What follows belongs to an exercise in optimizing a design on an open flow for small area, a short achievable clock period and few clock cycles per item; a production flow would make more cautious choices. Only simulation tests tie the RTL to the original design; equivalence was not proved. Power and IR drop assume default switching activity.

==> design.v <==
package cafl_pkg;
    localparam int unsigned DATA_W    = 16;
    localparam int unsigned S_TDATA_W = 40;
    localparam int unsigned M_TDATA_W = 24;
    localparam logic [4:0] OP_MOV  = 5'd0;
    localparam logic [4:0] OP_ADD  = 5'd1;
    localparam logic [4:0] OP_SUB  = 5'd2;
    localparam logic [4:0] OP_UMUL = 5'd3;
    localparam logic [4:0] OP_SMUL = 5'd4;
    localparam logic [4:0] OP_UDIV = 5'd5;
    localparam logic [4:0] OP_SDIV = 5'd6;
    localparam logic [4:0] OP_UMOD = 5'd7;
    localparam logic [4:0] OP_SMOD = 5'd8;
    localparam logic [4:0] OP_AND  = 5'd9;
    localparam logic [4:0] OP_OR   = 5'd10;
    localparam logic [4:0] OP_XOR  = 5'd11;
    localparam logic [4:0] OP_NOT  = 5'd12;
    localparam logic [4:0] OP_NEG  = 5'd13;
    localparam logic [4:0] OP_INC  = 5'd14;
    localparam logic [4:0] OP_DEC  = 5'd15;
    localparam logic [4:0] OP_SHL  = 5'd16;
    localparam logic [4:0] OP_SHR  = 5'd17;
    localparam logic [4:0] OP_SAR  = 5'd18;
    localparam logic [4:0] OP_ROL  = 5'd19;
    localparam logic [4:0] OP_ROR  = 5'd20;
    localparam logic [4:0] OP_BTST = 5'd21;
    localparam logic [4:0] OP_ADC  = 5'd22;
    localparam logic [4:0] OP_SBC  = 5'd23;
    localparam logic [4:0] OP_MULC = 5'd24;
    localparam logic [4:0] OP_UCMP = 5'd30;
    localparam logic [4:0] OP_SCMP = 5'd31;
    localparam logic [2:0] K_NORM = 3'd0;   
    localparam logic [2:0] K_BTST = 3'd1;   
    localparam logic [2:0] K_CMP  = 3'd2;   
    localparam logic [2:0] K_ILL  = 3'd3;   
    localparam logic [2:0] K_DZ   = 3'd4;   
    localparam logic [2:0] K_MUL  = 3'd5;   
    localparam logic [2:0] K_DIV  = 3'd6;   
endpackage
module cafl_csa #(
    parameter int N = 22
) (
    input  logic [N-1:0] x,
    input  logic [N-1:0] y,
    input  logic [N-1:0] z,
    output logic [N-1:0] s,
    output logic [N-1:0] c
);
    assign s = x ^ y ^ z;
    assign c = ((x & y) | (x & z) | (y & z)) << 1;
endmodule
module cafl_prep #(
    parameter int W = 4
) (
    input  logic        aclk,
    input  logic        aresetn,
    input  logic        load,
    input  logic [15:0] a,          
    input  logic [15:0] b,          
    input  logic        sgn,        
    input  logic        cin,        
    input  logic        release_i,
    output logic        busy,
    output logic [15:0] res,
    output logic        cy
);
    localparam int STEPS = 16 / W;
    logic signed [16:0] a_q, h_q;
    logic [15:0] l_q;
    logic        sgn_q;
    logic [3:0]  cnt_q;
    localparam int SW = 17 + W + 1;   
    logic        last;
    logic [SW-1:0] sum;
    logic [16:0]   a0;
    logic [SW-1:0] op [0:W];
    logic          negt;
    logic          last_q, negt_q;
    assign last = last_q;
    always_comb begin
        negt = negt_q;
        op[0] = {{(SW-17){h_q[16]}}, h_q};
        for (int j = 0; j < W; j++) begin
            op[j+1] = ({{(SW-17){a_q[16]}}, a_q} & {SW{l_q[j]}}) << j;
        end
        if (negt) op[W] = ~op[W];
        a0 = {sgn & a[15], a};
    end
    logic [SW-1:0] t1s, t1c, t2s, t2c, t3s, t3c;
    logic          unused_c0;
    cafl_csa #(.N(SW)) u_t1 (.x(op[0]), .y(op[1]), .z(op[2]), .s(t1s), .c(t1c));
    cafl_csa #(.N(SW)) u_t2 (.x(op[3]), .y(op[4]), .z(t1s),   .s(t2s), .c(t2c));
    cafl_csa #(.N(SW)) u_t3 (.x(t1c),   .y(t2c),   .z(t2s),   .s(t3s), .c(t3c));
    cafl_add #(.N(SW)) u_sum (.a(t3s), .b(t3c), .ci(negt), .y(sum), .co(unused_c0));
    always_ff @(posedge aclk) begin
        if (!aresetn) busy <= 1'b0;
        else if (load) busy <= 1'b1;
        else if (release_i) busy <= 1'b0;
    end
    always_ff @(posedge aclk) begin
        if (load) begin
            a_q    <= a0;
            h_q    <= {16'd0, cin};
            l_q    <= b;
            sgn_q  <= sgn;
            cnt_q  <= 4'd0;
            last_q <= 1'b0;
            negt_q <= 1'b0;
        end else if (cnt_q != STEPS[3:0]) begin
            l_q    <= {sum[W-1:0], l_q[15:W]};
            h_q    <= sum[W+16:W];
            cnt_q  <= cnt_q + 1'b1;
            last_q <= (cnt_q == STEPS[3:0] - 4'd2);
            negt_q <= (cnt_q == STEPS[3:0] - 4'd2) && sgn_q && l_q[2*W-1];
        end
    end
    assign res = l_q;
    assign cy  = sgn_q ? (!h_q[15] && (h_q[14:0] != '0 || l_q[15])) : (h_q[15:0] != '0);
endmodule
module cafl_add #(
    parameter int N = 16
) (
    input  logic [N-1:0] a,
    input  logic [N-1:0] b,
    input  logic         ci,
    output logic [N-1:0] y,
    output logic         co
);
    logic [N-1:0] x, g, p;
    logic [N-1:0] gl [0:5];
    logic [N-1:0] pl [0:5];
    always_comb begin
        x = a ^ b;
        g = a & b;
        p = x;
        g[0] = g[0] | (p[0] & ci);
        p[0] = 1'b0;
        gl[0] = g;
        pl[0] = p;
        for (int l = 0; l < 5; l++) begin
            gl[l+1] = gl[l];
            pl[l+1] = pl[l];
            for (int i = 0; i < N; i++) begin
                if (((i >> l) & 1) == 1) begin
                    gl[l+1][i] = gl[l][i] | (pl[l][i] & gl[l][((i >> l) << l) - 1]);
                    pl[l+1][i] = pl[l][i] & pl[l][((i >> l) << l) - 1];
                end
            end
        end
        y[0] = x[0] ^ ci;
        for (int i = 1; i < N; i++) y[i] = x[i] ^ gl[5][i-1];
        co = gl[5][N-1];
    end
endmodule
module cafl_sub #(
    parameter int N = 18
) (
    input  logic [N-1:0] a,
    input  logic [N-1:0] b,
    output logic [N-1:0] d,
    output logic         ge
);
    cafl_add #(.N(N)) u_add (.a(a), .b(~b), .ci(1'b1), .y(d), .co(ge));
endmodule
module cafl_div_stage (
    input  logic        aclk,
    input  logic        aresetn,
    input  logic        load,       
    input  logic [15:0] num,        
    input  logic [15:0] den,        
    input  logic [17:0] den3,       
    input  logic        sel_r,      
    input  logic        neg_q,      
    input  logic        neg_r,      
    input  logic        release_i,  
    output logic        busy,
    output logic [15:0] res
);
    logic [15:0] rem_q, nq_q, den_q;
    logic [17:0] den3_q;
    logic [3:0]  cnt_q;
    logic sel_r_q, neg_q_q, neg_r_q;
    logic [17:0] t, r1, r2, r3;
    logic        c1, c2, c3;
    logic [15:0] rem_n;
    logic [1:0]  qd;
    logic [17:0] den3_full;
    logic        unused_c3;
    cafl_add #(.N(18)) u_d3 (.a({2'b00, den_q}), .b({1'b0, den_q, 1'b0}), .ci(1'b0),
                             .y(den3_full), .co(unused_c3));
    assign t = {rem_q, nq_q[15:14]};
    cafl_sub #(.N(18)) u_s1 (.a(t), .b({2'b00, den_q}),        .d(r1), .ge(c1));
    cafl_sub #(.N(18)) u_s2 (.a(t), .b({1'b0, den_q, 1'b0}),   .d(r2), .ge(c2));
    cafl_sub #(.N(18)) u_s3 (.a(t), .b(den3_q),                .d(r3), .ge(c3));
    always_comb begin
        if (c3)      begin rem_n = r3[15:0]; qd = 2'd3; end
        else if (c2) begin rem_n = r2[15:0]; qd = 2'd2; end
        else if (c1) begin rem_n = r1[15:0]; qd = 2'd1; end
        else         begin rem_n = t[15:0];  qd = 2'd0; end
    end
    always_ff @(posedge aclk) begin
        if (!aresetn) busy <= 1'b0;
        else if (load) busy <= 1'b1;
        else if (release_i) busy <= 1'b0;
    end
    always_ff @(posedge aclk) begin
        if (load) begin
            rem_q   <= '0;
            nq_q    <= num;
            den_q   <= den;
            den3_q  <= den3;
            cnt_q   <= '0;
            sel_r_q <= sel_r;
            neg_q_q <= neg_q;
            neg_r_q <= neg_r;
        end else if (cnt_q != 4'd8) begin
            if (cnt_q == 4'd0) den3_q <= den3_full;
            rem_q <= rem_n;
            nq_q  <= {nq_q[13:0], qd};
            cnt_q <= cnt_q + 1'b1;
        end
    end
    logic [15:0] dmr, negq;
    logic        unused_ge, unused_co;
    cafl_sub #(.N(16)) u_dmr (.a(den_q), .b(rem_q), .d(dmr), .ge(unused_ge));
    cafl_add #(.N(16)) u_neg (.a(~nq_q), .b(16'd0), .ci(1'b1), .y(negq), .co(unused_co));
    always_comb begin
        if (sel_r_q) res = (neg_r_q && rem_q != '0) ? dmr : rem_q;
        else         res = neg_q_q ? negq : nq_q;
    end
endmodule
module cafl_post (
    input  logic        aclk,
    input  logic        aresetn,
    input  logic        push,       
    input  logic [20:0] din,
    output logic        full,       
    output logic        m_tvalid,
    input  logic        m_tready,
    output logic [23:0] m_tdata
);
    logic        hv, sv;
    logic [20:0] head, skid;
    logic        take;
    assign take = hv && m_tready;
    assign full = sv;
    always_ff @(posedge aclk) begin
        if (!aresetn) begin
            hv <= 1'b0;
            sv <= 1'b0;
        end else if (sv) begin
            if (take) sv <= 1'b0;
        end else if (push) begin
            if (hv && !take) sv <= 1'b1;
            else hv <= 1'b1;
        end else if (take) begin
            hv <= 1'b0;
        end
    end
    always_ff @(posedge aclk) begin
        if (sv) begin
            if (take) head <= skid;
        end else if (push) begin
            if (hv && !take) skid <= din;
            else head <= din;
        end
    end
    assign m_tvalid = hv;
    assign m_tdata  = {3'b000, head};
endmodule
module cpu_alu_with_flags (
    input  logic                            aclk,
    input  logic                            aresetn,
    input  logic                            s_tvalid,
    output logic                            s_tready,
    input  logic [cafl_pkg::S_TDATA_W-1:0]  s_tdata,
    output logic                            m_tvalid,
    input  logic                            m_tready,
    output logic [cafl_pkg::M_TDATA_W-1:0]  m_tdata
);
    localparam int MW    = 4;             
    localparam int NDIV  = 2;             
    localparam int DXFER = 10;            
    localparam int ND    = DXFER;         
    localparam int MXFER = 16 / MW + 2;   
    localparam int R_S   = 0;    
    localparam int R_SUM = 1;    
    localparam int R_AND = 2;
    localparam int R_OR  = 3;
    localparam int R_XOR = 4;
    localparam int R_NOT = 5;
    localparam int R_SH  = 6;    
    localparam int R_D   = 7;    
    localparam int C_CO  = 0;    
    localparam int C_NCO = 1;    
    localparam int C_SC  = 2;    
    localparam int C_D15 = 3;    
    typedef struct packed {
        logic [2:0] kind;
        logic [7:0] rsel;
        logic [3:0] csel;
        logic       zx_bt;    
        logic       zx_eq;    
        logic       nega;     
        logic       b_s;      
        logic       b_ns;     
        logic       b_one;    
        logic       cin;
        logic       left;     
        logic       mlo;      
        logic       mhi;      
        logic       fill;     
        logic       big;      
        logic       dneg;     
        logic       sneg;     
        logic       den1;     
        logic       sel_r;    
        logic       negq;
        logic       negr;
        logic       msgn;     
        logic       mcin;     
    } ctl_t;
    function automatic ctl_t decode(input logic [4:0] op, input logic [15:0] dv,
                                    input logic [15:0] sv, input logic c);
        ctl_t k;
        logic bigs, sz;
        k = '0;
        bigs = |sv[15:4];
        sz   = (sv == 16'd0);
        k.kind = cafl_pkg::K_NORM;
        k.b_s  = 1'b1;
        k.rsel[R_D] = 1'b1;
        case (op)
            cafl_pkg::OP_MOV: k.rsel = 8'd1 << R_S;
            cafl_pkg::OP_ADD: begin k.rsel = 8'd1 << R_SUM; k.csel[C_CO] = 1'b1; k.b_s = 1'b1; end
            cafl_pkg::OP_ADC: begin
                k.rsel = 8'd1 << R_SUM; k.csel[C_CO] = 1'b1; k.b_s = 1'b1; k.cin = c;
            end
            cafl_pkg::OP_SUB: begin
                k.rsel = 8'd1 << R_SUM; k.csel[C_NCO] = 1'b1; k.b_s = 1'b0; k.b_ns = 1'b1;
                k.cin = 1'b1;
            end
            cafl_pkg::OP_SBC: begin
                k.rsel = 8'd1 << R_SUM; k.csel[C_NCO] = 1'b1; k.b_s = 1'b0; k.b_ns = 1'b1;
                k.cin = !c;
            end
            cafl_pkg::OP_UMUL, cafl_pkg::OP_SMUL, cafl_pkg::OP_MULC: begin
                k.kind = cafl_pkg::K_MUL;
                k.msgn = (op == cafl_pkg::OP_SMUL);
                k.mcin = (op == cafl_pkg::OP_MULC) && c;
            end
            cafl_pkg::OP_UDIV, cafl_pkg::OP_SDIV, cafl_pkg::OP_UMOD, cafl_pkg::OP_SMOD: begin
                k.kind  = sz ? cafl_pkg::K_DZ : cafl_pkg::K_DIV;
                k.dneg  = ((op == cafl_pkg::OP_SDIV) || (op == cafl_pkg::OP_SMOD)) && dv[15] && !sz;
                k.sneg  = (op == cafl_pkg::OP_SDIV) && sv[15];
                k.den1  = (sv == 16'd1) || (k.sneg && sv == 16'hFFFF);
                k.sel_r = (op == cafl_pkg::OP_UMOD) || (op == cafl_pkg::OP_SMOD);
                k.negq  = (op == cafl_pkg::OP_SDIV) && (dv[15] ^ sv[15]);
                k.negr  = (op == cafl_pkg::OP_SMOD) && dv[15];
            end
            cafl_pkg::OP_AND: k.rsel = 8'd1 << R_AND;
            cafl_pkg::OP_OR:  k.rsel = 8'd1 << R_OR;
            cafl_pkg::OP_XOR: k.rsel = 8'd1 << R_XOR;
            cafl_pkg::OP_NOT: k.rsel = 8'd1 << R_NOT;
            cafl_pkg::OP_NEG: begin
                k.rsel = 8'd1 << R_SUM; k.nega = 1'b1; k.cin = 1'b1; k.b_s = 1'b0;
            end
            cafl_pkg::OP_INC: begin
                k.rsel = 8'd1 << R_SUM; k.csel[C_CO] = 1'b1; k.cin = 1'b1; k.b_s = 1'b0;
            end
            cafl_pkg::OP_DEC: begin
                k.rsel = 8'd1 << R_SUM; k.csel[C_NCO] = 1'b1; k.b_one = 1'b1; k.b_s = 1'b0;
            end
            cafl_pkg::OP_SHL: begin
                k.rsel = 8'd1 << R_SH; k.csel[C_D15] = 1'b1; k.left = 1'b1; k.mlo = 1'b1; k.big = bigs;
            end
            cafl_pkg::OP_SHR: begin k.rsel = 8'd1 << R_SH; k.mhi = 1'b1; k.big = bigs; end
            cafl_pkg::OP_SAR: begin
                k.rsel = 8'd1 << R_SH; k.mhi = 1'b1; k.fill = 1'b1; k.big = bigs;
            end
            cafl_pkg::OP_ROL: begin k.rsel = 8'd1 << R_SH; k.left = 1'b1; end
            cafl_pkg::OP_ROR: k.rsel = 8'd1 << R_SH;
            cafl_pkg::OP_BTST: begin k.kind = cafl_pkg::K_BTST; k.zx_bt = 1'b1; end
            cafl_pkg::OP_UCMP: begin
                k.kind = cafl_pkg::K_CMP; k.csel[C_NCO] = 1'b1; k.b_s = 1'b0; k.b_ns = 1'b1;
                k.cin = 1'b1; k.zx_eq = 1'b1;
            end
            cafl_pkg::OP_SCMP: begin
                k.kind = cafl_pkg::K_CMP; k.csel[C_SC] = 1'b1; k.b_s = 1'b0; k.b_ns = 1'b1;
                k.cin = 1'b1;
                k.zx_eq = 1'b1;
            end
            default: k.kind = cafl_pkg::K_ILL;
        endcase
        decode = k;
    endfunction
    logic        r1_v;
    logic [15:0] aa, bb;
    logic [3:0]  ramt;
    ctl_t        k;
    logic [15:0] aa_in, bb_in;
    ctl_t        k_in;
    logic [ND:1]       dl_v;
    logic [ND:1][2:0]  dl_k;
    logic [ND:1][15:0] dl_res;
    logic [ND:1]       dl_cy;
    logic [ND:1]       dl_zx;
    logic adv, full, can_issue, issue, r1_take;
    logic is_mul, is_div;
    assign adv    = !full;
    assign is_mul = (k.kind == cafl_pkg::K_MUL);
    assign is_div = (k.kind == cafl_pkg::K_DIV);
    logic [15:0] res;
    logic        cy, zx;
    logic        cout;
    logic [15:0] sum;
    logic [3:0]  n;
    logic [15:0] rot, tlo, thi, shv;
    logic [31:0] dd;
    cafl_add #(.N(16)) u_alu_add (.a(aa), .b(bb), .ci(k.cin), .y(sum), .co(cout));
    always_comb begin
        n    = bb[3:0];
        dd   = {aa, aa};
        rot  = dd[ramt +: 16];
        for (int i = 0; i < 16; i++) begin
            tlo[i] = (i < n);
            thi[i] = ((15 - i) < n);
        end
        if (k.big) shv = {16{k.fill & aa[15]}};
        else shv = (rot & ~({16{k.mlo}} & tlo) & ~({16{k.mhi}} & thi))
                 | ({16{k.fill & aa[15]}} & thi);
        res = ({16{k.rsel[R_S]}}   & bb)
            | ({16{k.rsel[R_SUM]}} & sum)
            | ({16{k.rsel[R_AND]}} & (aa & bb))
            | ({16{k.rsel[R_OR]}}  & (aa | bb))
            | ({16{k.rsel[R_XOR]}} & (aa ^ bb))
            | ({16{k.rsel[R_NOT]}} & ~aa)
            | ({16{k.rsel[R_SH]}}  & shv)
            | ({16{k.rsel[R_D]}}   & aa);
        cy  = (k.csel[C_CO] & cout) | (k.csel[C_NCO] & !cout)
            | (k.csel[C_SC] & ((aa[15] ^ !bb[15]) ? aa[15] : !cout))
            | (k.csel[C_D15] & aa[15]);
        zx  = (k.zx_bt & !aa[n]) | (k.zx_eq & ((aa ^ bb) == 16'hFFFF));
    end
    logic        m_busy, m_cy, m_rel;
    logic [15:0] m_res;
    assign m_rel = adv && dl_v[MXFER-1] && (dl_k[MXFER-1] == cafl_pkg::K_MUL);
    cafl_prep #(.W(MW)) u_mul (
        .aclk      (aclk),
        .aresetn   (aresetn),
        .load      (issue && is_mul),
        .a         (aa),
        .b         (bb),
        .sgn       (k.msgn),
        .cin       (k.mcin),
        .release_i (m_rel),
        .busy      (m_busy),
        .res       (m_res),
        .cy        (m_cy)
    );
    logic [NDIV-1:0] dv_busy, dv_load, dv_rel;
    logic [NDIV-1:0][15:0] dv_res;
    logic [0:0]  wp, rp;
    logic        rd_div;
    logic [15:0] num, den;
    logic [17:0] den3;
    logic        unused_c0, unused_c1;
    cafl_add #(.N(16)) u_num (.a(aa), .b(16'd0), .ci(k.dneg), .y(num), .co(unused_c0));
    cafl_add #(.N(16)) u_den (.a(bb), .b(16'd0), .ci(k.sneg), .y(den), .co(unused_c1));
    assign den3 = k.den1 ? 18'd3 : 18'd4;
    assign rd_div = adv && dl_v[DXFER-1] && (dl_k[DXFER-1] == cafl_pkg::K_DIV);
    for (genvar j = 0; j < NDIV; j++) begin : g_div
        assign dv_load[j] = issue && is_div && (wp == j);
        assign dv_rel[j]  = rd_div && (rp == j);
        cafl_div_stage u_div (
            .aclk      (aclk),
            .aresetn   (aresetn),
            .load      (dv_load[j]),
            .num       (num),
            .den       (den),
            .den3      (den3),
            .sel_r     (k.sel_r),
            .neg_q     (k.negq),
            .neg_r     (k.negr),
            .release_i (dv_rel[j]),
            .busy      (dv_busy[j]),
            .res       (dv_res[j])
        );
    end
    always_ff @(posedge aclk) begin
        if (!aresetn) begin
            wp <= '0;
            rp <= '0;
        end else begin
            if (issue && is_div) wp <= ~wp;
            if (rd_div) rp <= ~rp;
        end
    end
    always_comb begin
        can_issue = 1'b1;
        if (is_mul && m_busy && !m_rel) can_issue = 1'b0;
        if (is_div && dv_busy[wp] && !dv_rel[wp]) can_issue = 1'b0;
    end
    assign issue    = adv && r1_v && can_issue;
    assign r1_take  = !r1_v || issue;
    assign s_tready = r1_take;
    always_comb begin
        k_in  = decode(s_tdata[4:0], s_tdata[20:5], s_tdata[36:21], s_tdata[37]);
        aa_in = s_tdata[20:5] ^ {16{k_in.nega | k_in.dneg}};
        bb_in = ({16{k_in.b_s}} & (s_tdata[36:21] ^ {16{k_in.sneg}}))
              | ({16{k_in.b_ns}} & ~s_tdata[36:21]) | {16{k_in.b_one}};
    end
    always_ff @(posedge aclk) begin
        if (!aresetn) r1_v <= 1'b0;
        else if (r1_take) r1_v <= s_tvalid;
    end
    always_ff @(posedge aclk) begin
        if (r1_take && s_tvalid) begin
            aa   <= aa_in;
            bb   <= bb_in;
            ramt <= k_in.left ? 4'd0 - s_tdata[24:21] : s_tdata[24:21];
            k    <= k_in;
        end
    end
    always_ff @(posedge aclk) begin
        if (!aresetn) dl_v <= '0;
        else if (adv) dl_v <= {dl_v[ND-1:1], issue};
    end
    always_ff @(posedge aclk) begin
        if (adv) begin
            dl_k[1]   <= k.kind;
            dl_res[1] <= res;
            dl_cy[1]  <= cy;
            dl_zx[1]  <= zx;
            for (int i = 2; i <= ND; i++) begin
                if (i == MXFER && dl_k[i-1] == cafl_pkg::K_MUL) begin
                    dl_k[i]   <= cafl_pkg::K_NORM;
                    dl_res[i] <= m_res;
                    dl_cy[i]  <= m_cy;
                    dl_zx[i]  <= 1'b0;
                end else if (i == DXFER && dl_k[i-1] == cafl_pkg::K_DIV) begin
                    dl_k[i]   <= cafl_pkg::K_NORM;
                    dl_res[i] <= dv_res[rp];
                    dl_cy[i]  <= 1'b0;
                    dl_zx[i]  <= 1'b0;
                end else begin
                    dl_k[i]   <= dl_k[i-1];
                    dl_res[i] <= dl_res[i-1];
                    dl_cy[i]  <= dl_cy[i-1];
                    dl_zx[i]  <= dl_zx[i-1];
                end
            end
        end
    end
    logic [15:0] o_res;
    logic        o_cy, o_zf, o_wr, o_ill, o_dz;
    logic [2:0]  ok;
    always_comb begin
        ok    = dl_k[ND];
        o_res = dl_res[ND];
        o_cy  = dl_cy[ND];
        o_zf  = dl_zx[ND] || ((ok != cafl_pkg::K_CMP) && (o_res == '0));
        o_wr  = (ok == cafl_pkg::K_NORM);
        o_ill = (ok == cafl_pkg::K_ILL);
        o_dz  = (ok == cafl_pkg::K_DZ);
    end
    cafl_post u_out (
        .aclk     (aclk),
        .aresetn  (aresetn),
        .push     (adv && dl_v[ND]),
        .din      ({o_dz, o_ill, o_wr, o_zf, o_cy, o_res}),
        .full     (full),
        .m_tvalid (m_tvalid),
        .m_tready (m_tready),
        .m_tdata  (m_tdata)
    );
endmodule
==> run.sh <==
#!/bin/bash
# synth_recipe.tcl (not shown) runs the flow's synth.tcl, then flattens the netlist and writes it again
# the make line also repeats each setting of config.mk as NAME=value (left out here)
make -C /OpenROAD-flow-scripts/flow DESIGN_CONFIG=/design/flow/config.mk WORK_HOME=/design/flow/orfs CLKGATE_MAP_FILE= SYNTH_SCRIPT=/design/flow/synth_recipe.tcl finish
==> config.mk <==
export PLATFORM = sky130hd
export DESIGN_NAME = cpu_alu_with_flags
export DESIGN_NICKNAME = cpu_alu_with_flags
export VERILOG_FILES = /design/flow/design.v
export SDC_FILE = /design/flow/constraint.sdc
export NUM_CORES = 4
export LEC_CHECK = 0
export CAP_MARGIN = 20
export CORE_MARGIN = 2
export CORE_UTILIZATION = 65
export SETUP_SLACK_MARGIN = 5
export SLEW_MARGIN = 20
==> constraint.sdc <==
create_clock -name core_clock -period 9.0 [get_ports {aclk}]
set_input_delay 1.8000 -clock core_clock [delete_from_list [all_inputs] [get_ports {aclk}]]
set_output_delay 1.8000 -clock core_clock [all_outputs]
set_load 0.01 [all_outputs]
==> results.sh, run 1 <==
export IMPL_p_comb_frac=0.543
export IMPL_vias_per_cell=6.32
export IMPL_place_gp_congestion=0.943
export IMPL_path_common_cell="fa_1"
export IMPL_finalClockSkew_ns=0.0187
export IMPL_cp_depth=18
export IMPL_grt_pass1_vias=25100
export IMPL_grt_pass1_wl_um=138000
export IMPL_syn_area_per_cell_um2=10.7
export IMPL_seq_power_share=0.278
export IMPL_syn_inst=3166
export IMPL_ios=70
export IMPL_start_kind="flip-flop"
export IMPL_switching_power_uw=5710
export IMPL_start_util=0.659
export IMPL_p_int_uw=8240
export IMPL_slew_viol_final=0
export IMPL_numPortBuffers=64
export IMPL_crit_family="adder cells"
export IMPL_diodes=0
export IMPL_synthToLayoutAreaGrowth_pct=12.1
export IMPL_yosysUniqueCellTypes=96
export IMPL_crit_type="flip-flop to flip-flop"
export IMPL_htree_levels=2
export IMPL_cts_root_buf="clkbuf_16"
export IMPL_drcViolationCount=0
export IMPL_fin_crit_ns=4.35
export IMPL_clk_pin_slew_worst_paths_ns=0.06
export IMPL_clockBufferDepth=3
export IMPL_setup_violations=0
export IMPL_die_area_um2=53900
export IMPL_drt_pass1_iterations=6
export IMPL_ys_flop_type="edfxtp_1"
export IMPL_cp_num_buf_inv=3
export IMPL_worst_r2r_path_depth=18
export IMPL_synth_top_area_share=0.406
export IMPL_die_x_um=232
export IMPL_cp_end_kind="flip-flop"
export IMPL_cp_arrival_ns=4.89
export IMPL_cap_violations=0
export IMPL_synth_edf_count=458
export IMPL_irDropWorstVdd_v=0.000713
export IMPL_wl_um=89700
export IMPL_r2r_start="u_mul.l_q[0]$_DFFE_PP_"
export IMPL_clkSinkCount=537
export IMPL_crit_start="u_mul.l_q[0]$_DFFE_PP_"
export IMPL_status="finished clean"
export IMPL_p_leak_uw=0.0151
export IMPL_globalRouteOverflowTotal=0
export IMPL_fin_nets=3611
export IMPL_power_density_nw_per_um2=368
export IMPL_r2r_end="u_mul.h_q[13]$_SDFFE_PP0P_"
export IMPL_cp_data_required_time_ns=9.53
export IMPL_final_hold_viol_count=0
export IMPL_core_area_um2=51400
export IMPL_yosysSeqAreaShare=0.453
export IMPL_cts_tree="yes"
export IMPL_crit_end="u_mul.h_q[13]$_SDFFE_PP0P_"
export IMPL_stdcell_count=3954
export IMPL_yosysTopAreaCell="edfxtp_1"
export IMPL_ys_warnings_count=15
export IMPL_cp_max_fo=12
export IMPL_grt_usage=0.333
export IMPL_p_sw_frac=0.410
export IMPL_ant_nets=0
export IMPL_rsz0062_at_grt="yes"
export IMPL_grt_max_degree=92
export IMPL_placed_cells=3803
export IMPL_wire_per_inst_um=22.7
export IMPL_synthArstFlopShare=0
export IMPL_insertion_delay_ns=0.62
export IMPL_rows=83
export IMPL_slew_headroom=0.194
export IMPL_r2r_setup_slack_ns=4.65
export IMPL_via_count=25000
export IMPL_fmax_mhz=230
export IMPL_cts_hold_fix_buffers=0
export IMPL_drt_iter0_markers=2311
export IMPL_die_height_um=232
export IMPL_synthTopCellsByArea="edfxtp_1 41%, ha_1 8.8%, fa_1 5.9%"
export IMPL_tightest_slew_ns=1.20
export IMPL_cpPeakStageDelay_ns=0.56
export IMPL_antenna_found_initial=0
export IMPL_crit_slowest_cell="fa_1"
export IMPL_hpwl_um=62400
export IMPL_ys_ff_latch=537
export IMPL_clkPwrFrac=0.178
export IMPL_tns_ns=0
export IMPL_drive_gt1_frac=0.104
export IMPL_hp_class="flip-flop to flip-flop"
export IMPL_crit_chain="buf_12 > nand2_2 > fa_1 > fa_1 > fa_1 > inv_1 > ha_1 > a21o_1 > a21oi_4 > buf_4 > o21ai_4 > a21boi_4 > o21ai_2 > a21o_1 > fa_2 > xor2_1 > nor2_1 > a211oi_1"
export IMPL_netlist_area_um2=33900
export IMPL_cts_buffers=57
export IMPL_min_period_over_period=0.484
worst register-to-register path, delay by kind of cell (launching register included):
family / cells / cell delay [ns]
DFF: 1 / 0.40
buffers and inverters: 3 / 0.37
and+or+nand+nor: 2 / 0.14
xor gates and xnor gates: 1 / 0.16
AOI/OAI and AO/OA: 7 / 1.04
adders and majority gates: 5 / 2.17
synthesized netlist by cell type (all sizes together), types with 38 or more instances:
library cell / n
clkbuf: 108
fa: 100
mux2: 52
a211oi: 42
ha: 239
nor3: 45
o211ai: 53
o21ai: 191
inv: 258
nor2: 192
mux2i: 55
and2: 43
dfxtp: 79
xnor2: 132
xor2: 76
nand2: 317
edfxtp: 458
a21oi: 198
buf: 38
a21o: 38
area by class of cell:
type	instances	area (µm²)
clock buffer	67	1480
multi-input combinational	2225	17400
clock inverter	38	489
sequential	537	15300
timing repair inverter	1	8.76
inverter	261	1000
timing repair buffer	145	1360
tap	680	851
fill	3456	13400
how the worst min path moves through the flow:
stage	end	cells after the start	start	slack [ns]
floorplan	dl_cy[2]$_DFFE_PN_	0	dl_cy[1]$_DFFE_PN_	0.40
global placement	dl_k[11]$_DFFE_PN_	0	dl_k[8]$_DFFE_PN_	0.40
detailed placement	dl_k[7]$_DFFE_PN_	0	dl_k[4]$_DFFE_PN_	0.40
CTS	dl_res[124]$_DFFE_PN_	0	dl_res[108]$_DFFE_PN_	0.42
global route	dl_res[50]$_DFFE_PN_	0	dl_res[34]$_DFFE_PN_	0.42
finish	dl_zx[9]$_DFFE_PN_	0	dl_zx[8]$_DFFE_PN_	0.41
sequential cells by signal (all words and copies together) (netlist names), 4 cells and up:
signal,count
dl_v,10
u_out.head,21
dl_res,160
g_div.u_div.cnt_q,8
dl_k,30
g_div.u_div.den3_q,36
dl_zx,10
ramt,4
u_out.skid,21
g_div.u_div.rem_q,32
dl_cy,10
k,29
aa,16
g_div.u_div.den_q,32
u_mul.cnt_q,4
bb,16
u_mul.a_q,17
u_mul.l_q,16
g_div.u_div.nq_q,32
u_mul.h_q,17
per-layer routing:
metal / wire (µm) / global-route usage / share of wire
met2: 42600 / 0.548 / 0.48
met5: 0 / 0 / 0
met4: 4820 / 0.174 / 0.054
met1: 35900 / 0.431 / 0.40
met3: 6280 / 0.0444 / 0.070
layout by cell type (no fill, tap or decap), types with 52 or more instances in the layout:
cell / instances
clkbuf_16: 58
dfxtp_1: 77
xor2_1: 74
clkdlybuf4s50_1: 60
ha_1: 232
fa_1: 97
nor2_1: 189
xnor2_1: 132
inv_1: 254
edfxtp_1: 458
a21oi_1: 193
o21ai_0: 178
buf_4: 70
nand2_1: 311
mux2i_1: 55
o211ai_1: 52
metrics by stage:
| step | total power, µW | setup slack (ns) | instance area, µm² | hold slack (ns) | utilization |
|---|---|---|---|---|---|
| 2_1_floorplan | 8820 | 4.83 | 33900 | 0.400 | - |
| 3_3_place_gp | 10100 | 3.97 | 35100 | 0.400 | 0.683 |
| 3_5_place_dp | 10400 | 3.87 | 35100 | 0.405 | 0.683 |
| 4_1_cts | 13600 | 4.75 | 37600 | 0.415 | 0.732 |
| 5_1_grt | 14900 | 4.43 | 38000 | 0.423 | 0.738 |
| 6_report | 14000 | 4.65 | 38000 | 0.412 | 0.738 |
cells by family (layout without fill, tap and decap cells):
family	after synthesis	in the layout	synth area share
XOR/XNOR	208	208	0.0538
AND/OR/NAND/NOR	811	811	0.111
adder cells (fa/ha/maj)	339	339	0.147
flip-flops	537	537	0.453
multiplexers	130	130	0.0489
other	1	3	0.000111
buffers and inverters	407	512	0.0461
AO/OA/AOI/OAI	733	734	0.139
repair_timing:
action	in CTS	in global routing
resized for setup	59	36
setup endpoints to repair	48	44
pin swaps	21	18
cloned	3	1
buffers inserted	24	18
power groups by stage:
stage | Combinational (µW) | Clock (µW) | Sequential [µW]
final | 7580 | 2490 | 3890
after floorplan | 5150 | 0 | 3670
after detailed placement | 6390 | 0 | 3980
after global routing | 8400 | 2610 | 3940
after CTS | 7170 | 2510 | 3880
after global placement | 6120 | 0 | 3950
Testbench counts, summed over its fixed seeds: cycles 18,580, items 16,000.
==> inputs of run 2 (changes only) <==
--- a/config.mk
+++ b/config.mk
@@ -7,6 +7,6 @@
 export LEC_CHECK = 0
 export CAP_MARGIN = 20
 export CORE_MARGIN = 2
-export CORE_UTILIZATION = 65
+export CORE_UTILIZATION = 40
 export SETUP_SLACK_MARGIN = 5
 export SLEW_MARGIN = 20
==> run 2 against run 1 <==
  * Sequential share of layout area down 0.59 points
  * Via count is 4.1% lower
  * First-iteration DRC count shrank 15%
  * Sequential power is essentially flat
  * Routed wire length fell by 2.0%
  * Clock power down 3%
  * Synthesized area unchanged
  * Global-route usage down 13 points
  * Critical path depth unchanged
  * Critical endpoint unchanged
==> results.sh, run 2 <==
export IMPL_finalInstanceArea_um2=38500
export IMPL_yosysUniqueCellTypes=96
export IMPL_ys_warnings_count=15
export IMPL_largest_reg_flops=160
export IMPL_yosysSeqAreaShare=0.453
export IMPL_crit_start="u_mul.l_q[0]$_DFFE_PP_"
export IMPL_clkSinkCount=537
export IMPL_ys_flop_type="edfxtp_1"
export IMPL_crit_end="u_mul.h_q[13]$_SDFFE_PP0P_"
export IMPL_cp_end_kind="flip-flop"
export IMPL_power_density_nw_per_um2=364
export IMPL_crit_type="flip-flop to flip-flop"
export IMPL_syn_inst=3166
export IMPL_ios=70
export IMPL_ant_nets=0
export IMPL_synth_edf_count=458
export IMPL_grt_pass1_wl_um=136000
export IMPL_wire_per_inst_um=19.9
export IMPL_irDropWorstVdd_v=0.000504
export IMPL_die_area_um2=87000
export IMPL_p_leak_uw=0.0151
export IMPL_synthToLayoutAreaGrowth_pct=13.8
export IMPL_fmax_mhz=232
export IMPL_core_area_um2=83700
export IMPL_synth_most_common_cell="edfxtp_1"
export IMPL_yosysTopAreaCell="edfxtp_1"
export IMPL_synth_top_area_share=0.406
export IMPL_synthTopCellsByArea="edfxtp_1 41%, ha_1 8.8%, fa_1 5.9%"
export IMPL_die_x_um=295
export IMPL_cp_max_fo=7
export IMPL_grt_pass1_vias=23100
export IMPL_clk_pin_slew_worst_paths_ns=0.06
export IMPL_r2r_end="u_mul.h_q[13]$_SDFFE_PP0P_"
export IMPL_rows=106
export IMPL_netlist_area_um2=33900
export IMPL_r2r_start="u_mul.l_q[0]$_DFFE_PP_"
export IMPL_cts_root_buf="clkbuf_16"
export IMPL_final_hold_viol_count=0
export IMPL_fin_nets=3622
export IMPL_cts_hold_fix_buffers=0
export IMPL_layout_common_cells="458 x edfxtp_1, 310 x nand2_1, 247 x inv_1"
export IMPL_busiest_layer="met2"
export IMPL_syn_area_per_cell_um2=10.7
export IMPL_globalRouteOverflowTotal=0
export IMPL_slew_headroom=0.362
export IMPL_tns_ns=0
export IMPL_antenna_found_initial=1
export IMPL_grt_usage=0.201
export IMPL_cts_buffers=59
export IMPL_status="finished clean"
export IMPL_use_met3=0.0241
export IMPL_wl_um=87900
export IMPL_worst_r2r_path_depth=18
export IMPL_slew_viol_final=0
export IMPL_drcViolationCount=0
export IMPL_fill_cells=7720
export IMPL_ys_ff_latch=537
export IMPL_htree_levels=2
export IMPL_reg_largest_list="dl_res: 160 flops, g_div.u_div.den3_q: 36 flops"
export IMPL_place_gp_congestion=0.917
export IMPL_hp_class="flip-flop to flip-flop"
export IMPL_insertion_delay_ns=0.63
export IMPL_drive_gt1_frac=0.113
export IMPL_dpl_instance_area_um2=35700
export IMPL_grt_max_degree=72
export IMPL_start_util=0.405
export IMPL_cap_violations=0
export IMPL_cp_arrival_ns=4.86
export IMPL_synth_common_cells="458 x edfxtp_1, 317 x nand2_1, 258 x inv_1"
export IMPL_r2r_setup_slack_ns=4.69
export IMPL_min_period_over_period=0.479
export IMPL_rsz0062_at_grt="yes"
export IMPL_die_height_um=295
export IMPL_setup_violations=0
export IMPL_globalRouteMet2Util=0.317
export IMPL_cp_data_required_time_ns=9.54
export IMPL_numPortBuffers=64
export IMPL_drt_iter0_markers=1966
export IMPL_use_met1=0.289
export IMPL_clockBufferDepth=3
export IMPL_drt_pass1_iterations=6
export IMPL_fin_crit_ns=4.31
export IMPL_regMostFlops="dl_res"
export IMPL_final_common_cell="edfxtp_1"
export IMPL_vias_per_cell=5.42
export IMPL_tightest_slew_ns=0.954
export IMPL_start_kind="flip-flop"
export IMPL_via_count=24000
export IMPL_hpwl_um=62500
export IMPL_cts_tree="yes"
export IMPL_finalClockSkew_ns=0.0206
export IMPL_synthArstFlopShare=0
==> run 2: cell types whose count changed in the layout (fill, tap and decap cells not counted), sizes merged, moves of 2 or more <==
cell / before / now
clkinv: 22 / 30
clkinvlp: 4 / 7
inv: 264 / 261
buf: 81 / 91
bufinv: 10 / 5
clkbuf: 68 / 70
==> run 2: cells by family after synthesis <==
| kind of cell | after synthesis | synth area share |
|---|---|---|
| other | 1 | 0.000111 |
| flip-flops | 537 | 0.453 |
| AO/OA/AOI/OAI | 733 | 0.139 |
| buffers and inverters | 407 | 0.0461 |
| multiplexers | 130 | 0.0489 |
| XOR/XNOR | 208 | 0.0538 |
| adder cells (fa/ha/maj) | 339 | 0.147 |
| AND/OR/NAND/NOR | 811 | 0.111 |
==> run 2: how the worst min path moves through the flow <==
stage | from | end | slack [ns] | cells after the start
3_5_place_dp | dl_k[18]$_DFFE_PN_ | dl_k[21]$_DFFE_PN_ | 0.40 | 0
3_3_place_gp | dl_res[30]$_DFFE_PN_ | dl_res[46]$_DFFE_PN_ | 0.40 | 0
2_1_floorplan | dl_cy[1]$_DFFE_PN_ | dl_cy[2]$_DFFE_PN_ | 0.40 | 0
4_1_cts | dl_res[4]$_DFFE_PN_ | dl_res[20]$_DFFE_PN_ | 0.41 | 0
5_1_grt | dl_res[90]$_DFFE_PN_ | dl_res[106]$_DFFE_PN_ | 0.42 | 0
6_report | dl_k[5]$_DFFE_PN_ | dl_k[8]$_DFFE_PN_ | 0.41 | 0
==> run 2: routing by layer <==
layer	vias up	wire length (µm)
met4	0	3050
li1	11600	-
met5	-	0
met1	11600	40800
met2	698	39300
met3	134	4800
==> run 2: power breakdown <==
part | switching (µW) | internal, µW
sequential | 539 | 3350
combinational | 4080 | 3650
clock | 1030 | 1390
total | 5650 | 8390
==> run 2: metrics by stage <==
| step | std cells | hold slack [ns] | utilization | power [µW] | worst slack, ns |
|---|---|---|---|---|---|
| 2_1_floorplan | 3168 | 0.400 | - | 8820 | 4.83 |
| 3_3_place_gp | 4257 | 0.400 | 0.426 | 10200 | 4.10 |
| 3_5_place_dp | 4257 | 0.405 | 0.426 | 10300 | 4.08 |
| 4_1_cts | 4402 | 0.406 | 0.456 | 13500 | 4.69 |
| 5_1_grt | 4422 | 0.418 | 0.460 | 15200 | 4.54 |
| 6_report | 4423 | 0.411 | 0.460 | 14000 | 4.69 |
==> run 2: cell type report <==
type | count | area (µm²) | share of cell area
Inverter | 261 | 1000 | 0.0260
Multi-Input combinational cell | 2224 | 17400 | 0.452
Sequential cell | 537 | 15300 | 0.398
Antenna cell | 1 | 2.50 | 0.0000650
Clock buffer | 69 | 1570 | 0.0407
Timing Repair inverter | 1 | 8.76 | 0.000227
Tap cell | 1134 | 1420 | 0.0368
Clock inverter | 41 | 359 | 0.00932
Timing Repair Buffer | 155 | 1420 | 0.0369
==> run 2: timing repair <==
action | CTS | global route
pin swaps | 35 | 46
setup endpoints to repair | 22 | 34
resized for setup | 55 | 57
gates cloned | 1 | 1
buffers inserted | 34 | 19
==> run 2: critical path: stages, from the launching register on <==
cell and delay [ns]:
edfxtp_1 0.42, buf_12 0.17, buf_8 0.12, nand2_1 0.07, fa_1 0.43, fa_2 0.55, fa_1 0.43, inv_2 0.09
ha_4 0.22, nor4_4 0.30, a211oi_4 0.09, and3_4 0.17, a21boi_4 0.18, o21ai_2 0.08, a21o_1 0.19, fa_2 0.33
xor2_1 0.14, nor2_1 0.05, a211oi_1 0.20
==> inputs of run 3 (changes only) <==
--- a/design.v
+++ b/design.v
@@ -58,6 +58,7 @@
     input  logic [15:0] a,          
     input  logic [15:0] b,          
     input  logic        sgn,        
+    input  logic        neg,        
     input  logic        cin,        
     input  logic        release_i,
     output logic        busy,
@@ -65,33 +66,25 @@
     output logic        cy
 );
     localparam int STEPS = 16 / W;
-    logic signed [16:0] a_q, h_q;
-    logic [15:0] l_q;
-    logic        sgn_q;
+    localparam int VW    = 21;      
+    logic [15:0] a_q, l_q;
+    logic [16:0] hs_q, hc_q;
+    logic        cb_q;
+    logic        sgn_q, neg_q;
     logic [3:0]  cnt_q;
-    localparam int SW = 17 + W + 1;   
-    logic        last;
-    logic [SW-1:0] sum;
-    logic [16:0]   a0;
-    logic [SW-1:0] op [0:W];
-    logic          negt;
-    logic          last_q, negt_q;
-    assign last = last_q;
+    logic [VW-1:0] pp [0:W-1];
     always_comb begin
-        negt = negt_q;
-        op[0] = {{(SW-17){h_q[16]}}, h_q};
         for (int j = 0; j < W; j++) begin
-            op[j+1] = ({{(SW-17){a_q[16]}}, a_q} & {SW{l_q[j]}}) << j;
+            pp[j] = ({{(VW-16){1'b0}}, a_q} & {VW{l_q[j]}}) << j;
         end
-        if (negt) op[W] = ~op[W];
-        a0 = {sgn & a[15], a};
     end
-    logic [SW-1:0] t1s, t1c, t2s, t2c, t3s, t3c;
-    logic          unused_c0;
-    cafl_csa #(.N(SW)) u_t1 (.x(op[0]), .y(op[1]), .z(op[2]), .s(t1s), .c(t1c));
-    cafl_csa #(.N(SW)) u_t2 (.x(op[3]), .y(op[4]), .z(t1s),   .s(t2s), .c(t2c));
-    cafl_csa #(.N(SW)) u_t3 (.x(t1c),   .y(t2c),   .z(t2s),   .s(t3s), .c(t3c));
-    cafl_add #(.N(SW)) u_sum (.a(t3s), .b(t3c), .ci(negt), .y(sum), .co(unused_c0));
+    logic [VW-1:0] s1, c1, s2, c2, s3, c3, s4, c4;
+    cafl_csa #(.N(VW)) u_c1 (.x({4'd0, hs_q}), .y({4'd0, hc_q}), .z(pp[0]), .s(s1), .c(c1));
+    cafl_csa #(.N(VW)) u_c2 (.x(pp[1]), .y(pp[2]), .z(pp[3]), .s(s2), .c(c2));
+    cafl_csa #(.N(VW)) u_c3 (.x(s1), .y(c1), .z(s2), .s(s3), .c(c3));
+    cafl_csa #(.N(VW)) u_c4 (.x(s3), .y(c3), .z(c2), .s(s4), .c(c4));
+    logic [W:0] low;
+    assign low = {1'b0, s4[W-1:0]} + {1'b0, c4[W-1:0]} + {{W{1'b0}}, cb_q};
     always_ff @(posedge aclk) begin
         if (!aresetn) busy <= 1'b0;
         else if (load) busy <= 1'b1;
@@ -99,23 +92,30 @@
     end
     always_ff @(posedge aclk) begin
         if (load) begin
-            a_q    <= a0;
-            h_q    <= {16'd0, cin};
-            l_q    <= b;
-            sgn_q  <= sgn;
-            cnt_q  <= 4'd0;
-            last_q <= 1'b0;
-            negt_q <= 1'b0;
+            a_q   <= a;
+            l_q   <= b;
+            hs_q  <= '0;
+            hc_q  <= '0;
+            cb_q  <= cin;
+            sgn_q <= sgn;
+            neg_q <= neg;
+            cnt_q <= 4'd0;
         end else if (cnt_q != STEPS[3:0]) begin
-            l_q    <= {sum[W-1:0], l_q[15:W]};
-            h_q    <= sum[W+16:W];
-            cnt_q  <= cnt_q + 1'b1;
-            last_q <= (cnt_q == STEPS[3:0] - 4'd2);
-            negt_q <= (cnt_q == STEPS[3:0] - 4'd2) && sgn_q && l_q[2*W-1];
+            l_q   <= {low[W-1:0], l_q[15:W]};
+            hs_q  <= s4[VW-1:W];
+            hc_q  <= c4[VW-1:W];
+            cb_q  <= low[W];
+            cnt_q <= cnt_q + 1'b1;
         end
     end
-    assign res = l_q;
-    assign cy  = sgn_q ? (!h_q[15] && (h_q[14:0] != '0 || l_q[15])) : (h_q[15:0] != '0);
+    logic [15:0] nl, hx, hk;
+    logic        unused_c1, hnz;
+    cafl_add #(.N(16)) u_nl (.a(~l_q), .b(16'd0), .ci(1'b1), .y(nl), .co(unused_c1));
+    assign hx  = hs_q[15:0] ^ hc_q[15:0];
+    assign hk  = {hs_q[14:0] | hc_q[14:0], cb_q};
+    assign hnz = (hx != hk);
+    assign res = neg_q ? nl : l_q;
+    assign cy  = sgn_q ? (!neg_q && (hnz || l_q[15])) : hnz;
 endmodule
 module cafl_add #(
     parameter int N = 16
@@ -167,6 +167,7 @@
     input  logic        aresetn,
     input  logic        load,       
     input  logic [15:0] num,        
+    input  logic [1:0]  rem0,       
     input  logic [15:0] den,        
     input  logic [17:0] den3,       
     input  logic        sel_r,      
@@ -205,16 +206,16 @@
     end
     always_ff @(posedge aclk) begin
         if (load) begin
-            rem_q   <= '0;
+            rem_q   <= {14'd0, rem0};
             nq_q    <= num;
             den_q   <= den;
             den3_q  <= den3;
-            cnt_q   <= '0;
+            cnt_q   <= 4'd1;
             sel_r_q <= sel_r;
             neg_q_q <= neg_q;
             neg_r_q <= neg_r;
         end else if (cnt_q != 4'd8) begin
-            if (cnt_q == 4'd0) den3_q <= den3_full;
+            if (cnt_q == 4'd1) den3_q <= den3_full;
             rem_q <= rem_n;
             nq_q  <= {nq_q[13:0], qd};
             cnt_q <= cnt_q + 1'b1;
@@ -235,6 +236,7 @@
     input  logic        push,       
     input  logic [20:0] din,
     output logic        full,       
+    output logic        full_n,     
     output logic        m_tvalid,
     input  logic        m_tready,
     output logic [23:0] m_tdata
@@ -244,17 +246,27 @@
     logic        take;
     assign take = hv && m_tready;
     assign full = sv;
+    always_comb begin
+        full_n = sv;
+        if (sv) begin
+            if (take) full_n = 1'b0;
+        end else if (push) begin
+            if (hv && !take) full_n = 1'b1;
+        end
+    end
     always_ff @(posedge aclk) begin
         if (!aresetn) begin
             hv <= 1'b0;
             sv <= 1'b0;
-        end else if (sv) begin
-            if (take) sv <= 1'b0;
-        end else if (push) begin
-            if (hv && !take) sv <= 1'b1;
-            else hv <= 1'b1;
-        end else if (take) begin
-            hv <= 1'b0;
+        end else begin
+            sv <= full_n;
+            if (!sv) begin
+                if (push) begin
+                    if (!(hv && !take)) hv <= 1'b1;
+                end else if (take) begin
+                    hv <= 1'b0;
+                end
+            end
         end
     end
     always_ff @(posedge aclk) begin
@@ -280,7 +292,7 @@
 );
     localparam int MW    = 4;             
     localparam int NDIV  = 2;             
-    localparam int DXFER = 10;            
+    localparam int DXFER = 9;             
     localparam int ND    = DXFER;         
     localparam int MXFER = 16 / MW + 2;   
     localparam int R_S   = 0;    
@@ -313,11 +325,15 @@
         logic       big;      
         logic       dneg;     
         logic       sneg;     
-        logic       den1;     
+        logic [2:0] ds;       
+        logic [1:0] t1;       
+        logic       divop;    
+        logic       mulop;    
         logic       sel_r;    
         logic       negq;
         logic       negr;
         logic       msgn;     
+        logic       mneg;     
         logic       mcin;     
     } ctl_t;
     function automatic ctl_t decode(input logic [4:0] op, input logic [15:0] dv,
@@ -346,14 +362,23 @@
             end
             cafl_pkg::OP_UMUL, cafl_pkg::OP_SMUL, cafl_pkg::OP_MULC: begin
                 k.kind = cafl_pkg::K_MUL;
+                k.mulop = 1'b1;
                 k.msgn = (op == cafl_pkg::OP_SMUL);
+                k.dneg = (op == cafl_pkg::OP_SMUL) && dv[15];
+                k.sneg = (op == cafl_pkg::OP_SMUL) && sv[15];
+                k.mneg = (op == cafl_pkg::OP_SMUL) && (dv[15] ^ sv[15]);
                 k.mcin = (op == cafl_pkg::OP_MULC) && c;
             end
             cafl_pkg::OP_UDIV, cafl_pkg::OP_SDIV, cafl_pkg::OP_UMOD, cafl_pkg::OP_SMOD: begin
                 k.kind  = sz ? cafl_pkg::K_DZ : cafl_pkg::K_DIV;
-                k.dneg  = ((op == cafl_pkg::OP_SDIV) || (op == cafl_pkg::OP_SMOD)) && dv[15] && !sz;
+                k.divop = 1'b1;
+                k.dneg  = ((op == cafl_pkg::OP_SDIV) || (op == cafl_pkg::OP_SMOD)) && dv[15];
                 k.sneg  = (op == cafl_pkg::OP_SDIV) && sv[15];
-                k.den1  = (sv == 16'd1) || (k.sneg && sv == 16'hFFFF);
+                k.t1    = k.dneg ? (~dv[15:14] + {1'b0, dv[13:0] == 14'd0}) : dv[15:14];
+                if (sv[15:3] == 13'd0 && sv[2:0] <= 3'd5)
+                    k.ds = sv[2:0];
+                else if (k.sneg && sv[15:3] == 13'h1FFF && sv[2:0] >= 3'd3)
+                    k.ds = 3'd0 - sv[2:0];
                 k.sel_r = (op == cafl_pkg::OP_UMOD) || (op == cafl_pkg::OP_SMOD);
                 k.negq  = (op == cafl_pkg::OP_SDIV) && (dv[15] ^ sv[15]);
                 k.negr  = (op == cafl_pkg::OP_SMOD) && dv[15];
@@ -405,7 +430,7 @@
     logic [ND:1][15:0] dl_res;
     logic [ND:1]       dl_cy;
     logic [ND:1]       dl_zx;
-    logic adv, full, can_issue, issue, r1_take;
+    logic adv, full, issue, r1_take;
     logic is_mul, is_div;
     assign adv    = !full;
     assign is_mul = (k.kind == cafl_pkg::K_MUL);
@@ -436,12 +461,13 @@
             | ({16{k.rsel[R_XOR]}} & (aa ^ bb))
             | ({16{k.rsel[R_NOT]}} & ~aa)
             | ({16{k.rsel[R_SH]}}  & shv)
-            | ({16{k.rsel[R_D]}}   & aa);
+            | ({16{k.rsel[R_D]}}   & (aa ^ {16{k.dneg}}));
         cy  = (k.csel[C_CO] & cout) | (k.csel[C_NCO] & !cout)
             | (k.csel[C_SC] & ((aa[15] ^ !bb[15]) ? aa[15] : !cout))
             | (k.csel[C_D15] & aa[15]);
         zx  = (k.zx_bt & !aa[n]) | (k.zx_eq & ((aa ^ bb) == 16'hFFFF));
     end
+    logic [15:0] num, den;    
     logic        m_busy, m_cy, m_rel;
     logic [15:0] m_res;
     assign m_rel = adv && dl_v[MXFER-1] && (dl_k[MXFER-1] == cafl_pkg::K_MUL);
@@ -449,9 +475,10 @@
         .aclk      (aclk),
         .aresetn   (aresetn),
         .load      (issue && is_mul),
-        .a         (aa),
-        .b         (bb),
+        .a         (num),
+        .b         (den),
         .sgn       (k.msgn),
+        .neg       (k.mneg),
         .cin       (k.mcin),
         .release_i (m_rel),
         .busy      (m_busy),
@@ -462,12 +489,34 @@
     logic [NDIV-1:0][15:0] dv_res;
     logic [0:0]  wp, rp;
     logic        rd_div;
-    logic [15:0] num, den;
     logic [17:0] den3;
     logic        unused_c0, unused_c1;
     cafl_add #(.N(16)) u_num (.a(aa), .b(16'd0), .ci(k.dneg), .y(num), .co(unused_c0));
     cafl_add #(.N(16)) u_den (.a(bb), .b(16'd0), .ci(k.sneg), .y(den), .co(unused_c1));
-    assign den3 = k.den1 ? 18'd3 : 18'd4;
+    logic [1:0] t1, q1, r1;
+    always_comb begin
+        t1 = k.t1;
+        if (k.ds == 3'd1) begin
+            q1 = t1;
+            r1 = 2'd0;
+        end else if ((k.ds == 3'd2 || k.ds == 3'd3) && t1 >= k.ds[1:0]) begin
+            q1 = 2'd1;
+            r1 = t1 - k.ds[1:0];
+        end else begin
+            q1 = 2'd0;
+            r1 = t1;
+        end
+    end
+    always_comb begin
+        case (k.ds)
+            3'd1: den3 = 18'd3;
+            3'd2: den3 = 18'd6;
+            3'd3: den3 = 18'd9;
+            3'd4: den3 = 18'd12;
+            3'd5: den3 = 18'd15;
+            default: den3 = 18'd16;
+        endcase
+    end
     assign rd_div = adv && dl_v[DXFER-1] && (dl_k[DXFER-1] == cafl_pkg::K_DIV);
     for (genvar j = 0; j < NDIV; j++) begin : g_div
         assign dv_load[j] = issue && is_div && (wp == j);
@@ -476,7 +525,8 @@
             .aclk      (aclk),
             .aresetn   (aresetn),
             .load      (dv_load[j]),
-            .num       (num),
+            .num       ({num[13:0], q1}),
+            .rem0      (r1),
             .den       (den),
             .den3      (den3),
             .sel_r     (k.sel_r),
@@ -496,14 +546,46 @@
             if (rd_div) rp <= ~rp;
         end
     end
+    logic            r1_take_q, issue_q;
+    assign issue = issue_q;
+    logic            full_n, adv_n, r1_v_n, m_busy_n, m_rel_n, rd_div_n;
+    logic [2:0]      kind_n, mk_n, dk_n;
+    logic            mv_n, dvv_n;
+    logic [0:0]      wp_n, rp_n;
+    logic [NDIV-1:0] dv_busy_n;
+    logic            is_mul_n, is_div_n, can_issue_n;
     always_comb begin
-        can_issue = 1'b1;
-        if (is_mul && m_busy && !m_rel) can_issue = 1'b0;
-        if (is_div && dv_busy[wp] && !dv_rel[wp]) can_issue = 1'b0;
-    end
-    assign issue    = adv && r1_v && can_issue;
-    assign r1_take  = !r1_v || issue;
-    assign s_tready = r1_take;
+        adv_n    = !full_n;
+        r1_v_n   = r1_take ? s_tvalid : r1_v;
+        kind_n   = (r1_take && s_tvalid) ? k_in.kind : k.kind;
+        is_mul_n = (r1_take && s_tvalid) ? k_in.mulop : k.mulop;
+        is_div_n = (r1_take && s_tvalid) ? k_in.divop : k.divop;
+        mv_n     = adv ? dl_v[MXFER-2] : dl_v[MXFER-1];
+        mk_n     = adv ? dl_k[MXFER-2] : dl_k[MXFER-1];
+        dvv_n    = adv ? dl_v[DXFER-2] : dl_v[DXFER-1];
+        dk_n     = adv ? dl_k[DXFER-2] : dl_k[DXFER-1];
+        m_busy_n = (issue && is_mul) ? 1'b1 : m_rel ? 1'b0 : m_busy;
+        for (int j = 0; j < NDIV; j++)
+            dv_busy_n[j] = dv_load[j] ? 1'b1 : dv_rel[j] ? 1'b0 : dv_busy[j];
+        wp_n     = (issue && is_div) ? ~wp : wp;
+        rp_n     = rd_div ? ~rp : rp;
+        m_rel_n  = adv_n && mv_n && (mk_n == cafl_pkg::K_MUL);
+        rd_div_n = adv_n && dvv_n && (dk_n == cafl_pkg::K_DIV);
+        can_issue_n = 1'b1;
+        if (is_mul_n && m_busy_n && !m_rel_n) can_issue_n = 1'b0;
+        if (is_div_n && dv_busy_n[wp_n] && !(rd_div_n && (rp_n == wp_n))) can_issue_n = 1'b0;
+    end
+    always_ff @(posedge aclk) begin
+        if (!aresetn) begin
+            r1_take_q <= 1'b1;
+            issue_q   <= 1'b0;
+        end else begin
+            r1_take_q <= !r1_v_n || (adv_n && can_issue_n);
+            issue_q   <= r1_v_n && adv_n && can_issue_n;
+        end
+    end
+    assign r1_take  = r1_take_q;
+    assign s_tready = r1_take_q;
     always_comb begin
         k_in  = decode(s_tdata[4:0], s_tdata[20:5], s_tdata[36:21], s_tdata[37]);
         aa_in = s_tdata[20:5] ^ {16{k_in.nega | k_in.dneg}};
@@ -570,6 +652,7 @@
         .push     (adv && dl_v[ND]),
         .din      ({o_dz, o_ill, o_wr, o_zf, o_cy, o_res}),
         .full     (full),
+        .full_n   (full_n),
         .m_tvalid (m_tvalid),
         .m_tready (m_tready),
         .m_tdata  (m_tdata)
==> run 3 against run 2 <==
  * Still clean on timing, DRC and antenna
  * Via count up 4.2%
  * Non-clock buffer count is 67 lower
  * Final area is 0.68% higher
  * Combinational power down 32%
  * Sequential share of layout area shrank 0.64 points
  * First-iteration DRC count shrank 1.3%
  * Count of clock-buffer cells in the layout unchanged
  * Flip-flop and latch count increased by 1
  * Synthesized cell count rose by 6.4%
  * Largest power group unchanged
==> results.sh, run 3 <==
export IMPL_place_gp_congestion=0.925
export IMPL_fin_crit_ns=3.83
export IMPL_r2r_start="g_div[0].u_div.rem_q[0]$_DFFE_PP_"
export IMPL_fin_nets=3771
export IMPL_slew_viol_final=0
export IMPL_slew_headroom=0.231
export IMPL_syn_inst=3370
export IMPL_drcViolationCount=0
export IMPL_htree_levels=2
export IMPL_hold_ws_ns=0.414
export IMPL_ys_warnings_count=12
export IMPL_ant_nets=0
export IMPL_die_height_um=299
export IMPL_netlist_area_um2=34900
export IMPL_synthArstFlopShare=0
export IMPL_synth_top_area_share=0.380
export IMPL_cap_violations=0
export IMPL_die_area_um2=89700
export IMPL_ys_ff_latch=538
export IMPL_tns_ns=0
export IMPL_synth_most_common_cell="edfxtp_1"
export IMPL_top_layer_used="met4"
export IMPL_min_from="dl_res[106]$_DFFE_PN_"
export IMPL_numPortBuffers=64
export IMPL_rows=108
export IMPL_regMostFlops="dl_res"
export IMPL_cts_root_buf="clkbuf_16"
export IMPL_syn_area_per_cell_um2=10.4
export IMPL_min_period_over_period=0.425
export IMPL_cp_depth=7
export IMPL_reg_largest_list="dl_res: 144 flops, g_div.u_div.den3_q: 36 flops, k: 36 flops"
export IMPL_crit_chain="clkdlybuf4s15_1 > nor2_1 > a22o_1 > a22oi_2 > o21ai_0 > a311oi_1 > and2_1"
export IMPL_cpPeakStageDelay_ns=0.91
export IMPL_cp_max_fo=32
export IMPL_ys_flop_type="edfxtp_1"
export IMPL_worst_r2r_path_depth=11
export IMPL_antenna_found_initial=3
export IMPL_synthToLayoutAreaGrowth_pct=11.1
export IMPL_cp_num_buf_inv=1
export IMPL_yosysSeqAreaShare=0.435
export IMPL_hpwl_um=65900
export IMPL_synth_simple_area_share=0.125
export IMPL_irDropWorstVdd_v=0.000169
export IMPL_crit_type="input pin to flip-flop"
export IMPL_insertion_delay_ns=0.65
export IMPL_clockBufferDepth=3
export IMPL_layout_common_cells="442 x edfxtp_1, 344 x nand2_1, 310 x inv_1"
export IMPL_hold_path_cell_count=0
export IMPL_start_kind="input pin"
export IMPL_synth_top_family_by_area="adder cells"
export IMPL_grt_pass1_vias=24000
export IMPL_synth_common_cells="442 x edfxtp_1, 344 x nand2_1, 312 x inv_1"
export IMPL_drt_pass1_iterations=6
export IMPL_tightest_slew_ns=1.15
export IMPL_yosysUniqueCellTypes=99
export IMPL_drt_iter0_markers=1940
export IMPL_ios=70
export IMPL_grt_max_degree=109
export IMPL_final_hold_viol_count=0
export IMPL_p_leak_uw=0.0154
export IMPL_final_common_cell="edfxtp_1"
export IMPL_vias_per_cell=5.45
export IMPL_cp_data_required_time_ns=9.58
export IMPL_crit_start="s_tdata[4]"
export IMPL_synth_edf_count=442
export IMPL_core_area_um2=86600
export IMPL_cp_arrival_ns=4.41
export IMPL_synth_fa_ha_area_frac=0.149
export IMPL_grt_usage=0.202
export IMPL_cts_setup_buffers=0
export IMPL_crit_family="compound AO/OA/AOI/OAI gates"
export IMPL_largest_reg_flops=144
export IMPL_wl_um=90500
export IMPL_synth_mux_area_frac=0.0424
export IMPL_post_place_ws_ns=3.65
export IMPL_synth_compound_gate_area_share=0.142
export IMPL_status="finished clean"
export IMPL_die_x_um=299
export IMPL_rsz0062_at_grt="no"
export IMPL_wire_per_inst_um=19.7
export IMPL_power_density_nw_per_um2=305
export IMPL_hp_class="flip-flop to flip-flop"
export IMPL_globalRouteOverflowTotal=0
export IMPL_finalClockSkew_ns=0.0203
export IMPL_drive_gt1_frac=0.0707
export IMPL_cp_end_kind="flip-flop"
export IMPL_synth_xor_area_frac=0.0544
export IMPL_clkSinkCount=538
export IMPL_crit_slowest_cell="clkdlybuf4s15_1"
export IMPL_yosysTopAreaCell="edfxtp_1"
export IMPL_start_util=0.403
export IMPL_clk_pin_slew_worst_paths_ns=0.06
export IMPL_wl_met2_um=39900
export IMPL_synthTopCellsByArea="edfxtp_1 38%, ha_1 9.1%, fa_1 5.8%"
export IMPL_fmax_mhz=261
export IMPL_setup_violations=0
export IMPL_wl_met3_um=6590
export IMPL_setup_slack_ns=5.17
export IMPL_met1_length_um=41100
export IMPL_cts_tree="yes"
export IMPL_grt_pass1_wl_um=141000
export IMPL_via_count=25000
export IMPL_cts_buffers=61
[run 3: worst paths after layout]
| path | to | slack [ns] |
|---|---|---|
| worst min-delay path | dl_res[122]$_DFFE_PN_ | 0.41 |
| worst max register to register | dl_res[142]$_DFFE_PN_ | 5.18 |
| worst min register to register | dl_res[122]$_DFFE_PN_ | 0.41 |
| worst max-delay path | issue_q$_SDFF_PN0_ | 5.17 |
[run 3: per-layer routing]
metal  GRT usage  vias up
met5           0        -
met2       0.308      857
met4      0.0689        0
met3      0.0344      148
li1            -    12000
met1       0.289    11900
[run 3: cell type report]
cell class                      instances  area [µm²]
Multi-Input combinational cell       2368       18000
Clock inverter                         47         510
Fill cell                            8091       47800
Sequential cell                       538       15200
Antenna cell                            2        5.00
Tap cell                             1155        1450
Inverter                              315        1190
Timing Repair Buffer                   88         818
Clock buffer                           69        1600
[run 3: cells by family after synthesis]
logic type / count (synthesis)
flip-flops: 538
multiplexers: 120
other: 1
buffers and inverters: 466
AND/OR/NAND/NOR: 921
AO/OA/AOI/OAI: 752
XOR/XNOR: 217
adder cells (fa/ha/maj): 355
[run 3: per-stage QoR]
stage	power, µW	area, µm²	utilization	instances
after floorplan	7840	34900	-	3372
after CTS	11900	38800	0.448	4580
after global routing	12800	38800	0.448	4580
final	11800	38800	0.448	4582
after detailed placement	9220	36600	0.423	4464
after global placement	9130	36600	0.423	4464
[run 3: power breakdown]
| group | internal, µW | total, µW | switching (µW) |
|---|---|---|---|
| Clock | 1540 | 2620 | 1080 |
| Combinational | 2290 | 5270 | 2980 |
| Sequential | 3350 | 3940 | 584 |
| Total | 7180 | 11800 | 4640 |
[run 3: repair_timing]
item	4_1_cts	5_1_grt
gates resized for setup	7	9
setup endpoints to repair	42	43
hold buffers	0	0
Testbench counts of run 3, summed over its fixed seeds: cycles 18,237, items 16,000.

static timing again, ports no longer ideal:
Ports are ideal in the flow. The routed layouts listed here were re-timed in OpenROAD.
Step 1 (the two cells are an assumption about what drives the block):
set clk [get_ports {aclk}]
set_driving_cell -lib_cell sky130_fd_sc_hd__clkbuf_16 $clk
set_driving_cell -lib_cell sky130_fd_sc_hd__buf_2 [delete_from_list [all_inputs] $clk]
Step 2 times the ports against the registers' clock, not the clock port: input delays grow and output delays shrink by t, the midpoint of the rising clock arrivals with the driver on.
a / b / c = ideal ports / drivers / drivers and shift; a / b = the first two.
run | t, ns | setup slack, ns | worst slew at a driven data input, ns
run 1 | 0.673 | 4.647 / 4.647 / 4.527 | 0.05
run 2 | 0.683 | 4.685 / 4.685 / 4.571 | 0.05
run 3 | 0.701 | 5.173 / 5.180 / 4.513 | 0.03
After both steps setup and hold are still met in every run listed. The setup slack of run 3, which loses most, moves by +0.007 ns with the drivers and by -0.660 ns with both steps.
